This is an optimization exercise on Yosys and OpenROAD, whose aim is small area, not a production implementation. The RTL was checked by simulation tests, not by an equivalence proof against the original design. Power figures rest on the tool's default switching activity, not on a simulated workload. No driver is modelled on the clock port, so clocking that relies on it looks cheaper here than on a real chip.

run A:
Design regfile_mp, start of the top module:
module regfile_mp
#(
    parameter int DATA_W = DEF_DATA_W,
    parameter int ADDR_W = DEF_ADDR_W,
    parameter int NUM_RD = 2
) (
    input  logic                     clk,
    input  logic                     reset_n,
    input  logic                     we,
    input  logic [ADDR_W-1:0]        wa,
    input  logic [DATA_W-1:0]        wd,
    input  logic [NUM_RD*ADDR_W-1:0] ra,
    output logic [NUM_RD*DATA_W-1:0] rd,
    output logic [NUM_RD-1:0]        rd_busy,
    input  logic                     rsv_req,
    input  logic [ADDR_W-1:0]        rsv_addr,
    output logic                     rsv_ok,
    output logic [ADDR_W:0]          busy_cnt
);
Size in the first run: about 3600 cells after synthesis, roughly 1000 flip-flops, ~130 I/O pins.
export LEC_CHECK = 0
export CAP_MARGIN = 20
export CORE_MARGIN = 2
export CORE_UTILIZATION = 40
export GPL_TIMING_DRIVEN = 0
export SETUP_SLACK_MARGIN = 0.3
export SLEW_MARGIN = 20
export SYNTH_HIERARCHICAL = 1
create_clock -name core_clock -period 6.0 [get_ports {clk}]
standard.sh (not shown) runs the stock make flow with config.mk's settings and CLKGATE_MAP_FILE= SYNTH_SCRIPT=/design/flow/synth_recipe.tcl, a recipe that flattens the netlist after the stock synthesis.
==> flow/flow/run.sh <==
#!/bin/bash
# Own layout flow: the standard flow (standard.sh) with these changes after
# synthesis, which itself runs unchanged:
#  - combinational cells are swapped for the stronger cell of the same
#    footprint and area (inv_1 -> inv_2, ...), see upsize.tcl;
#  - port buffers use buf_1 instead of the slow clkdlybuf4s50_1 delay cell;
#  - clock tree synthesis inserts no dummy loads and uses clkbuf_16 leaf
#    buffers on clusters of up to 25 sinks.
# Each tool's output goes to a log file of its own in this folder.
set -euo pipefail
bash standard.sh synth > synth.log 2>&1
RES=orfs/results/sky130hd/regfile_mp/base
UPSIZE_ODB=$RES/1_synth.odb openroad -no_init -exit flow/upsize.tcl > upsize.log 2>&1
touch $RES/1_synth.sdc
export BUFFER_PORTS_ARGS="-buffer_cell sky130_fd_sc_hd__buf_1"
export CTS_ARGS="-sink_clustering_enable -repair_clock_nets -dont_use_dummy_load -buf_list {sky130_fd_sc_hd__clkbuf_16} -sink_clustering_size 25 -sink_clustering_max_diameter 100"
bash standard.sh > layout.log 2>&1
==> flow/flow/upsize.tcl <==
# Swap each combinational cell for the stronger cell of the same footprint
# and the same area (inv_1 -> inv_2, or2_1 -> or2_2, ...). Registers and
# every other cell are left as synthesis made them.
set swaps {
  inv_1 inv_2  or2_0 or2_2  or2_1 or2_2  and2_0 and2_1  mux2_1 mux2_2
  o21ai_0 o21ai_1  a21boi_0 a21boi_1  a21bo_1 a21bo_2  a31o_1 a31o_2
  and4bb_1 and4bb_2  o211a_1 o211a_2  o21ba_1 o21ba_2  o221a_1 o221a_2
  o311ai_0 o311ai_1  or3b_1 or3b_2  or4b_1 or4b_2
}
set odb $::env(UPSIZE_ODB)
read_db $odb
set db [ord::get_db]
set n 0
foreach {from to} $swaps {
  set m [$db findMaster sky130_fd_sc_hd__$to]
  foreach inst [[ord::get_db_block] getInsts] {
    if {[[$inst getMaster] getName] eq "sky130_fd_sc_hd__$from"} {
      $inst swapMaster $m
      incr n
    }
  }
}
puts "upsize: swapped $n cells"
write_db $odb
Edits applied to the flow inputs when going from run A to run B:
- CORE_UTILIZATION now 50, was 40
-- flow/flow/run.sh --
<<< run A, line 8
#    buffers on clusters of up to 25 sinks.
>>> run B, line 8
#    buffers on clusters of up to 30 sinks.
<<< run A, line 16
export CTS_ARGS="-sink_clustering_enable -repair_clock_nets -dont_use_dummy_load -buf_list {sky130_fd_sc_hd__clkbuf_16} -sink_clustering_size 25 -sink_clustering_max_diameter 100"
>>> run B, line 16
export CTS_ARGS="-sink_clustering_enable -repair_clock_nets -dont_use_dummy_load -buf_list {sky130_fd_sc_hd__clkbuf_16} -sink_clustering_size 30 -sink_clustering_max_diameter 100"
[summary]
Looking at the reports, run B completed the entire flow and the layout it produced met the timing, DRC and antenna checks. Going from run A to run B, post-route total power dropped 1.4%; global routing met3 resource utilization climbed 5.0 points; total nets after synthesis barely changed. [compare] base=run A new=run B: multi-input logic area comparable, final weighted congestion of routability-driven global placement moved down. On hold slack, the higher figure sits with run B, not run A. Run A → run B: internal power summed over all cells went down by about 2%; minimum clock period after layout went down by 0.074 ns; global-route usage went up by 9.5 points; post-route fraction of the period consumed by the critical path went down by 1.2 points.
Changes in run C relative to run B:
- changing CORE_UTILIZATION from 50 to 60
-- flow/flow/run.sh --
<<< run B, line 8
#    buffers on clusters of up to 30 sinks.
>>> run C, line 8
#    buffers on clusters of up to 25 sinks.
<<< run B, line 16
export CTS_ARGS="-sink_clustering_enable -repair_clock_nets -dont_use_dummy_load -buf_list {sky130_fd_sc_hd__clkbuf_16} -sink_clustering_size 30 -sink_clustering_max_diameter 100"
>>> run C, line 16
export CTS_ARGS="-sink_clustering_enable -repair_clock_nets -dont_use_dummy_load -buf_list {sky130_fd_sc_hd__clkbuf_16} -sink_clustering_size 25 -sink_clustering_max_diameter 100"
### Flow results
- Run C does better than run B on fmax.
- Run C vs. run B: setup slack went up by 0.17 ns.
- Looking at run C and run B, the final area is a wash.
- Last element of the critical path = rd[20]: run B; last element of the critical path = rd[22]: run C
Inputs modified between run C and run D:
- CORE_UTILIZATION changed from 60 to 55
### Flow results
Run D reports its start point of the critical path as ra[8] while run C reports ra[0]. Of run C and run D, the higher overall track demand over capacity in global routing belongs to run C. Compared run C against run D; sequential power within noise. Compared with run C, run D shows core occupancy in the finished layout lower by 5.1 points. ~same combinational power in run C and run D. Diff run C -> run D: critical path depth about even, cell-internal power about even. Total design power: run C vs run D — no meaningful difference. Per the comparison of run D with run C, weighted congestion at the end of routability-driven global placement now smaller, hold slack now sits at about the same level. In the tables for run C and run D, maximum vdd drop reads higher with run C. Looking at the reports, run D completed the entire flow and the layout it produced met the timing, DRC and antenna checks.

re-timing with driven ports:
In the flow no input, the clock included, has a driving cell. The finished layouts below were timed again as built, in two steps.
Step 1 (the two cells are an assumption about what drives the block):
set clk [get_ports {clk}]
set_driving_cell -lib_cell sky130_fd_sc_hd__clkbuf_16 $clk
set_driving_cell -lib_cell sky130_fd_sc_hd__buf_2 [delete_from_list [all_inputs] $clk]
Step 2 adds t to the input delays and takes it off the output delays; t is the mean of the earliest and latest rising clock arrival at the registers after step 1. Input paths then give back, and output paths get back, about the clock's delay inside the block.
Three values: ideal, step 1, step 2; two values: the first two.
| run | shift t [ns] | slack for setup (ns) | worst register clock-pin slew, ns | worst slew at a driven data input, ns | pins driven straight from the clock port |
|---|---|---|---|---|---|
| run A | 0.728 | 0.196 / 0.171 / 0.171 | 0.11 / 0.11 | 0.16 | 1 |
| run B | 0.692 | 0.270 / 0.138 / 0.138 | 0.12 / 0.12 | 0.18 | 1 |
| run C | 0.702 | 0.440 / 0.329 / 0.329 | 0.10 / 0.10 | 0.14 | 1 |
| run D | 0.713 | 0.322 / 0.195 / 0.195 | 0.10 / 0.10 | 0.14 | 1 |
After both steps setup and hold are still met in every run listed. For run B, which loses most, drivers alone change the setup slack by -0.132 ns; drivers and shift together by -0.132 ns.
